Context: an optimization exercise on an open-source flow, tuned for small area, a short achievable clock period and few clock cycles. The choices shown serve that exercise and are no tape-out recipe. Where RTL was checked, it was by simulation tests only, not by an equivalence proof against the original.

Design mandelbrot_engine, start of the top module:
module mandelbrot_engine (
	input logic tb_clk,
	input logic rst_n,
	input logic start,
	input logic [75:0] region,
	input logic [8-1:0] max_iter,
	output logic busy,
	output logic pixel_valid,
	output logic frame_done,
	output logic [23:0] pixel
);
Size: ~7600 cells after synthesis, ~990 flip-flops.
Settings: LEC_CHECK=0, ABC_AREA=1, CAP_MARGIN=40, CORE_MARGIN=2, CORE_UTILIZATION=55, CTS_CLUSTER_DIAMETER=100, CTS_CLUSTER_SIZE=24, PLACE_DENSITY=0.7, SLEW_MARGIN=80; clock period 15.0 ns.
standard.sh (not shown) runs the stock make flow with config.mk's settings and CLKGATE_MAP_FILE= SYNTH_SCRIPT=/design/flow/synth_recipe.tcl, a recipe that flattens the netlist after the stock synthesis.
==> flow/flow/run.sh <==
#!/bin/bash
# The standard layout (standard.sh) with three changes: the port buffers
# on buf_2, the delay buffers marked don't-use so repairs use plain buffers,
# and Yosys's synth run with -noabc, so its quick ABC pass does not rewrite
# the adder trees before ORFS extracts full adders (the final ABC mapping
# still runs). The constraints and the clock period are the standard flow's.
set -euo pipefail
export BUFFER_PORTS_ARGS="-buffer_cell sky130_fd_sc_hd__buf_2"
export DONT_USE_CELLS="sky130_fd_sc_hd__clkdlybuf4s15_1 sky130_fd_sc_hd__clkdlybuf4s15_2 sky130_fd_sc_hd__clkdlybuf4s18_1 sky130_fd_sc_hd__clkdlybuf4s18_2 sky130_fd_sc_hd__clkdlybuf4s25_1 sky130_fd_sc_hd__clkdlybuf4s25_2 sky130_fd_sc_hd__clkdlybuf4s50_1 sky130_fd_sc_hd__clkdlybuf4s50_2"
export SYNTH_ARGS="-noabc"
bash standard.sh > standard.log 2>&1
Testbench counts at the start, summed over its fixed seeds: cycles 117,479.
Next try:
==> flow/flow/run.sh (replaced) <==
#!/bin/bash
# The standard layout (standard.sh), with two changes: the port buffers
# on buf_2 instead of the default delay buffer, and Yosys's synth run with
# -noabc, so its quick ABC pass does not rewrite the adder trees before ORFS
# extracts full adders (the final ABC mapping still runs). The constraints
# and the clock period are the standard flow's.
set -euo pipefail
export BUFFER_PORTS_ARGS="-buffer_cell sky130_fd_sc_hd__buf_2"
export SYNTH_ARGS="-noabc"
bash standard.sh > standard.log 2>&1
--- a/flow/config.mk
+++ b/flow/config.mk
@@ -7,5 +7,6 @@
 export LEC_CHECK = 0
 export ABC_AREA = 1
-export CAP_MARGIN = 40
+export CAP_MARGIN = 20
+export CORE_ASPECT_RATIO = 0.35
 export CORE_MARGIN = 2
 export CORE_UTILIZATION = 55
@@ -13,3 +14,3 @@
 export CTS_CLUSTER_SIZE = 24
 export PLACE_DENSITY = 0.7
-export SLEW_MARGIN = 80
+export SLEW_MARGIN = 70
=>
- The changed run ran to the end with no violations
- routed wire length went up by about 2.2%
- die area went up by 0.31%
- design area went down by about 2.7%
- non-clock buffer count went down by 51
- setup slack improves by 0.051 ns
- worst hold slack improves by 0.039 ns
- cell count went down by about 0.6%
- synthesized area stays the same
- count of clock-buffer cells in the layout went down by 16

== run a ==
Another version of the RTL of mandelbrot_engine (not shown whole).
For scale: roughly 2,800 cells after synthesis, roughly 440 flip-flops, ~110 I/O pins, ~28,000 um^2 of cells after synthesis.
Settings: LEC_CHECK=0, CAP_MARGIN=20, CORE_MARGIN=2, CORE_UTILIZATION=70, PLACE_DENSITY=0.85, SLEW_MARGIN=20; clock period 15.0 ns.
run.sh (not shown) runs the stock make flow with config.mk's settings and CLKGATE_MAP_FILE= SYNTH_SCRIPT=/design/flow/synth_recipe.tcl, a recipe that flattens the netlist after the stock synthesis.
Stock flow here: none of the scripts above is used.
Changes in run b relative to run a:
Settings: a change of PLACE_DENSITY from 0.85 to 0.6; a change of CORE_UTILIZATION from 70 to 40.
Diff run a -> run b | design area | up by a few percent
Diff run a and run b: setup slack lower in run a
Summary: with run a as the reference, wire length on met2 in run b moved down slightly.
Compared run b against run a; simple-gate portion of the synthesized area within noise.
[compare] base=run a new=run b: via count down about 4.5%; multi-input gate share of the layout cell area dropped 1.1 points; share of post-route cells with drive strength above 1 +0.57 points; global placement routability congestion lower; met3 wire length has decreased.
No functional check of the RTL was part of any run of this note.

run 1:
RTL: one of the versions met above, not the one the previous note started from.
Size: about 990 flip-flops, roughly 110 I/O pins, roughly 69,000 um^2 of cells after synthesis.
==> flow/design.v (excerpt) <==
module mandelbrot_engine (
	input logic tb_clk,
	input logic rst_n,
	input logic start,
	input logic [75:0] region,
	input logic [8-1:0] max_iter,
	output logic busy,
	output logic pixel_valid,
	output logic frame_done,
	output logic [23:0] pixel
);
export LEC_CHECK = 0
export ABC_AREA = 1
export CAP_MARGIN = 20
export CORE_ASPECT_RATIO = 0.5
export CORE_MARGIN = 2
export CORE_UTILIZATION = 55
export PLACE_DENSITY = 0.7
export SLEW_MARGIN = 70
create_clock -name core_clock -period 15.0 [get_ports {tb_clk}]
standard.sh (not shown) runs the stock make flow with config.mk's settings and CLKGATE_MAP_FILE= SYNTH_SCRIPT=/design/flow/synth_recipe.tcl, a recipe that flattens the netlist after the stock synthesis.
==> flow/flow/run.sh <==
#!/bin/bash
# The standard layout (standard.sh), with two changes: the port buffers
# on buf_2 instead of the default delay buffer, and Yosys's synth run with
# -noabc, so its quick ABC pass does not rewrite the adder trees before ORFS
# extracts full adders (the final ABC mapping still runs). The constraints
# and the clock period are the standard flow's.
set -euo pipefail
export BUFFER_PORTS_ARGS="-buffer_cell sky130_fd_sc_hd__buf_2"
export SYNTH_ARGS="-noabc"
bash standard.sh > standard.log 2>&1
Testbench counts of run 1, summed over its fixed seeds: cycles 117,479.
Relative to run 1, the following input files were edited for run 2:
- clearing CORE_ASPECT_RATIO, which used to be 0.5
- putting CTS_CLUSTER_DIAMETER at 100 where nothing was set
- putting CTS_CLUSTER_SIZE at 24 where nothing was set
Results
The final reports for run 2 and run 1 show row count higher in the former. Total number of vias: run 2 vs run 1, no meaningful difference. Comparing run 1 with run 2, the first-pass GRT wire length came out essentially unchanged. Comparing run 2 and run 1, the higher global routing usage on met3 is on run 1.
The following lists how run 3 was set up differently from run 2:
- an added CORE_ASPECT_RATIO of 0.25
==> comparison <==
The final layouts of run 3 and run 2 pass the timing, DRC and antenna checks.
Looking only at number of clock buffers in the layout, and setting everything else aside, the lower value of run 3 and run 2 goes to run 2.
Diff run 2 -> run 3: final cycle utilization of the critical path dropped 0.95 points; sequential share of layout area barely changed; antenna diode instance count dropped 4.
Here is what was changed in the inputs of run 4 compared with run 3.
- CORE_ASPECT_RATIO no longer set, was 0.25
- PLACE_DENSITY now 0.75, was 0.7
- CORE_UTILIZATION now 60, was 55
- Of the two candidates, run 3 has the worse wire length and run 4 the better one.
- Of the two values seen for last element of the critical path, pixel[4] was produced by run 4 and frame_done by run 3.
- Summary of run 4 over run 3: routed metal-1 wirelength went down by 19 mm.
#### Input delta (run 5 over run 4)
- SLEW_MARGIN: 70 -> 20
- CORE_UTILIZATION: 60 -> 55
- CORE_ASPECT_RATIO: unset -> 0.5
- PLACE_DENSITY: 0.75 -> 0.7
### Flow results
No stage failed in run 5, and the final checks on the layout all came back clean.
Compared with run 4, number of rows in the core area in run 5 decreased by more than a quarter.
Summary of run 5 over run 4: number of antenna violations at the first check in global routing higher.

== 11-22 ==
Another version of the RTL of mandelbrot_engine (not shown whole).
For scale: ~7,700 cells after synthesis, about 110 I/O pins, about 69,000 µm² of cells after synthesis.
Settings: LEC_CHECK=0, ABC_AREA=1, CAP_MARGIN=20, CORE_MARGIN=2, CORE_UTILIZATION=55, CTS_CLUSTER_DIAMETER=100, CTS_CLUSTER_SIZE=24, PLACE_DENSITY=0.7, SLEW_MARGIN=70; clock period 15.0 ns.
Scripts as last shown in full above: flow/flow/run.sh
Relative to 11-22, the following input files were edited for 05-10:
==> flow/flow/run.sh <==
#!/bin/bash
# The standard layout (standard.sh, unchanged synthesis), with the port
# buffers on buf_2 instead of the default delay buffer. The constraints and
# the clock period are the standard flow's.
set -euo pipefail
export BUFFER_PORTS_ARGS="-buffer_cell sky130_fd_sc_hd__buf_2"
bash standard.sh > standard.log 2>&1
==> comparison <==
In terms of compound-gate portion of the synthesized area, 05-10 and 11-22 differ only marginally.
Re worst slew margin relative to its limit: 05-10 and 11-22 aren't equal, and the higher value belongs to 11-22.
Between 05-10 and 11-22, the floorplan row count is higher for 05-10.
Final critical delay including setup and external delays for 05-10: 11 ps up relative to 11-22
Topmost layer with routed signal wires: met5 -> 11-22, met4 -> 05-10
Changes observed in 05-10 relative to 11-22: setup slack lost 11 ps, aggregate routed wire length moved up.
No functional check of the RTL was part of any run of this note.

== job 105 ==
Another version of the RTL of mandelbrot_engine (not shown whole).
Size in the first run: roughly 2800 cells after synthesis, roughly 440 flip-flops, about 28000 um2 of cells after synthesis.
==> flow/design.v (excerpt) <==
module mandelbrot_engine (
	input logic tb_clk,
	input logic rst_n,
	input logic start,
	input logic [75:0] region,
	input logic [8-1:0] max_iter,
	output logic busy,
	output logic pixel_valid,
	output logic frame_done,
	output logic [23:0] pixel
);
	localparam int NU = 1;
	logic [55:0] region_q;
	logic [7:0] mi_q;
	logic [7:0] mi_m1;
	logic mi_small;
	logic idle;
	logic frame_load;
	logic take;
	logic avail;
	logic avail_next;
	logic any_next;
	logic [7:0] map_x;
	logic [7:0] map_y;
	logic [12:0] map_cr;
	logic [12:0] map_ci;
	logic map_in_r;
	logic map_in_i;
	logic [NU-1:0] u_free;
	logic [NU-1:0] u_avail;
	logic [NU-1:0] u_take;
	logic [NU-1:0] u_req;
	logic [NU-1:0] u_ok;
	logic [NU-1:0] u_any;
	logic [23:0] u_data [NU];
	always_ff @(posedge tb_clk)
	begin
		if (idle)
		begin
			region_q <= {region[75:56], region[35:0]};
			mi_q <= max_iter;
		end
	end
	always_ff @(posedge tb_clk)
	begin
		mi_small <= (mi_q[7:1] == 7'd0);
		mi_m1 <= mi_q - 8'd1;
	end
	pixel_scheduler pixel_scheduler_i (
		.tb_clk(tb_clk),
		.rst_n(rst_n),
		.start(start),
		.avail_next(avail_next),
		.any_valid_next(any_next),
		.busy(busy),
		.idle(idle),
		.frame_load(frame_load),
		.frame_done(frame_done)
	);
	plane_mapper plane_mapper_i (
		.tb_clk(tb_clk),
		.rst_n(rst_n),
		.idle(idle),
		.frame_load(frame_load),
		.take(take),
		.origin_im(region[55:36]),
		.region_q(region_q),
		.x(map_x),
		.y(map_y),
		.cr(map_cr),
		.ci(map_ci),
		.in_r(map_in_r),
  ...
Settings: LEC_CHECK=0, CAP_MARGIN=20, CORE_MARGIN=2, CORE_UTILIZATION=40, PLACE_DENSITY=0.6, SLEW_MARGIN=20; clock period 15.0 ns.
==> flow/flow/run.sh <==
#!/bin/bash
# Standard layout with buffered ports on a faster buffer; the SDC is the standard flow's, unchanged.
set -euo pipefail
export BUFFER_PORTS_ARGS="-buffer_cell sky130_fd_sc_hd__buf_4"
bash standard.sh > standard.log 2>&1
Inputs modified between job 105 and job 103:
==> flow/flow/run.sh <==
#!/bin/bash
# Standard layout with buffered ports on a faster buffer and timing repair
# aimed below the clock period; the SDC is the standard flow's, unchanged.
set -euo pipefail
export BUFFER_PORTS_ARGS="-buffer_cell sky130_fd_sc_hd__buf_4"
export SETUP_SLACK_MARGIN=10.5
bash standard.sh > standard.log 2>&1
Notes after the runs:
Job 103 reports its critical path endpoint as unit[0].pixel_calculator_i.m_bp[5] while job 105 reports unit[0].pixel_calculator_i.h_zr[14].
Core utilization delta (job 103 -> job 105): insignificant
Job 103 | status: complete | timing, DRC, antenna: pass
Diff job 105 -> job 103: measured slew at the worst slew-check pin did not really move; final critical-path setup slack shows an increase of 0.022 ns.
No functional check of the RTL was part of any run of this note.

Setup of north:
RTL: one of the versions met above, not the one the previous note started from.
Size: roughly 7600 cells after synthesis, ~990 flip-flops, ~0.069 mm^2 of cells after synthesis.
==> flow/design.v (excerpt) <==
module mandelbrot_engine (
	input logic tb_clk,
	input logic rst_n,
	input logic start,
	input logic [75:0] region,
	input logic [8-1:0] max_iter,
	output logic busy,
	output logic pixel_valid,
	output logic frame_done,
	output logic [23:0] pixel
);
==> flow/config.mk <==
export PLATFORM = sky130hd
export DESIGN_NAME = mandelbrot_engine
export DESIGN_NICKNAME = mandelbrot_engine
export VERILOG_FILES = /design/flow/design.v
export SDC_FILE = /design/flow/constraint.sdc
export NUM_CORES = 4
export LEC_CHECK = 0
export ABC_AREA = 1
export CAP_MARGIN = 20
export CORE_ASPECT_RATIO = 0.5
export CORE_MARGIN = 2
export CORE_UTILIZATION = 55
export CTS_CLUSTER_DIAMETER = 100
export CTS_CLUSTER_SIZE = 24
export PLACE_DENSITY = 0.7
export SLEW_MARGIN = 45
==> flow/constraint.sdc <==
create_clock -name core_clock -period 15.0 [get_ports {tb_clk}]
set_input_delay 3.0000 -clock core_clock [delete_from_list [all_inputs] [get_ports {tb_clk}]]
set_output_delay 3.0000 -clock core_clock [all_outputs]
set_load 0.01 [all_outputs]
==> flow/flow/run.sh <==
#!/bin/bash
# The standard layout (standard.sh), with two changes: the port buffers
# on buf_2 instead of the default delay buffer, and Yosys's synth run with
# -noabc, so its quick ABC pass does not rewrite the adder trees before ORFS
# extracts full adders (the final ABC mapping still runs). The constraints
# and the clock period are the standard flow's.
set -euo pipefail
export BUFFER_PORTS_ARGS="-buffer_cell sky130_fd_sc_hd__buf_2"
export SYNTH_ARGS="-noabc"
bash standard.sh > standard.log 2>&1
Testbench counts of north, summed over its fixed seeds: cycles 117,479.
## Diff of input files: south against north
# north
export LEC_CHECK = 0
export ABC_AREA = 1
export CAP_MARGIN = 20
export CORE_ASPECT_RATIO = 0.5
export CORE_MARGIN = 2
export CORE_UTILIZATION = 55
export CTS_CLUSTER_DIAMETER = 100
export CTS_CLUSTER_SIZE = 24
export PLACE_DENSITY = 0.7
export SLEW_MARGIN = 45
create_clock -name core_clock -period 15.0 [get_ports {tb_clk}]
# south
export LEC_CHECK = 0
export ABC_AREA = 1
export CAP_MARGIN = 20
export CORE_ASPECT_RATIO = 0.5
export CORE_MARGIN = 2
export CORE_UTILIZATION = 55
export CTS_CLUSTER_DIAMETER = 100
export CTS_CLUSTER_SIZE = 24
export PLACE_DENSITY = 0.7
export SLEW_MARGIN = 70
create_clock -name core_clock -period 15.0 [get_ports {tb_clk}]
### Flow results
- Higher share of post-route cells with drive strength above 1 goes to south over north.
- In south relative to north, number of non-clock buffers in the layout had gone up by more than 10%.
- south reports a higher register-to-register slack than north does.
- Re number of hold violations in the final report: no difference whatsoever between north and south.
- Summary — end-of-flow core utilization, south relative to north: higher, by 0.53 points.
- north -> south: synthesized cell count delta 0, exact match
- south completed every stage of the flow, and the final layout passed the timing, DRC and antenna checks.
- Against north, south comes in 0.30 points lower on fraction of met1 tracks used by global routing.

==> what the ideal ports hide <==
In the flow no input, the clock included, has a driving cell. The finished layouts below were timed again as built, in two steps.
Step 1 (the two cells are an assumption about what drives the block):
set clk [get_ports {tb_clk}]
set_driving_cell -lib_cell sky130_fd_sc_hd__clkbuf_16 $clk
set_driving_cell -lib_cell sky130_fd_sc_hd__buf_2 [delete_from_list [all_inputs] $clk]
Step 2 times the ports against the registers' clock, not the clock port: input delays grow and output delays shrink by t, the midpoint of the rising clock arrivals with the driver on.
a / b / c = ideal / step 1 / step 2; a / b = the first two.
run	t (ns)	slack for setup (ns)	slew at the worst register clock pin (ns)	pins driven straight from the clock port
the first run of note 1	0.758	10.618 / 10.538 / 11.136	0.12 / 0.12	1
the second run of note 1	0.758	10.669 / 10.596 / 11.043	0.12 / 0.12	1
run a	0.645	9.618 / 9.560 / 10.205	0.07 / 0.07	1
run b	0.646	10.173 / 10.117 / 10.568	0.07 / 0.07	1
run 1	0.802	10.676 / 10.595 / 11.257	0.07 / 0.07	1
run 2	0.764	10.600 / 10.517 / 11.136	0.11 / 0.11	1
run 3	0.742	10.742 / 10.666 / 10.803	0.12 / 0.12	1
run 4	0.754	10.628 / 10.551 / 11.112	0.11 / 0.11	1
run 5	0.744	10.693 / 10.624 / 10.978	0.11 / 0.11	1
11-22	0.768	10.630 / 10.556 / 11.139	0.11 / 0.11	1
05-10	0.760	10.618 / 10.540 / 11.014	0.11 / 0.11	1
job 105	0.660	10.738 / 10.738 / 10.738	0.07 / 0.07	1
job 103	0.660	10.760 / 10.760 / 10.760	0.07 / 0.07	1
north	0.736	10.744 / 10.673 / 10.992	0.11 / 0.11	1
south	0.744	10.720 / 10.650 / 11.254	0.11 / 0.11	1
After both steps every run listed still meets setup and hold.
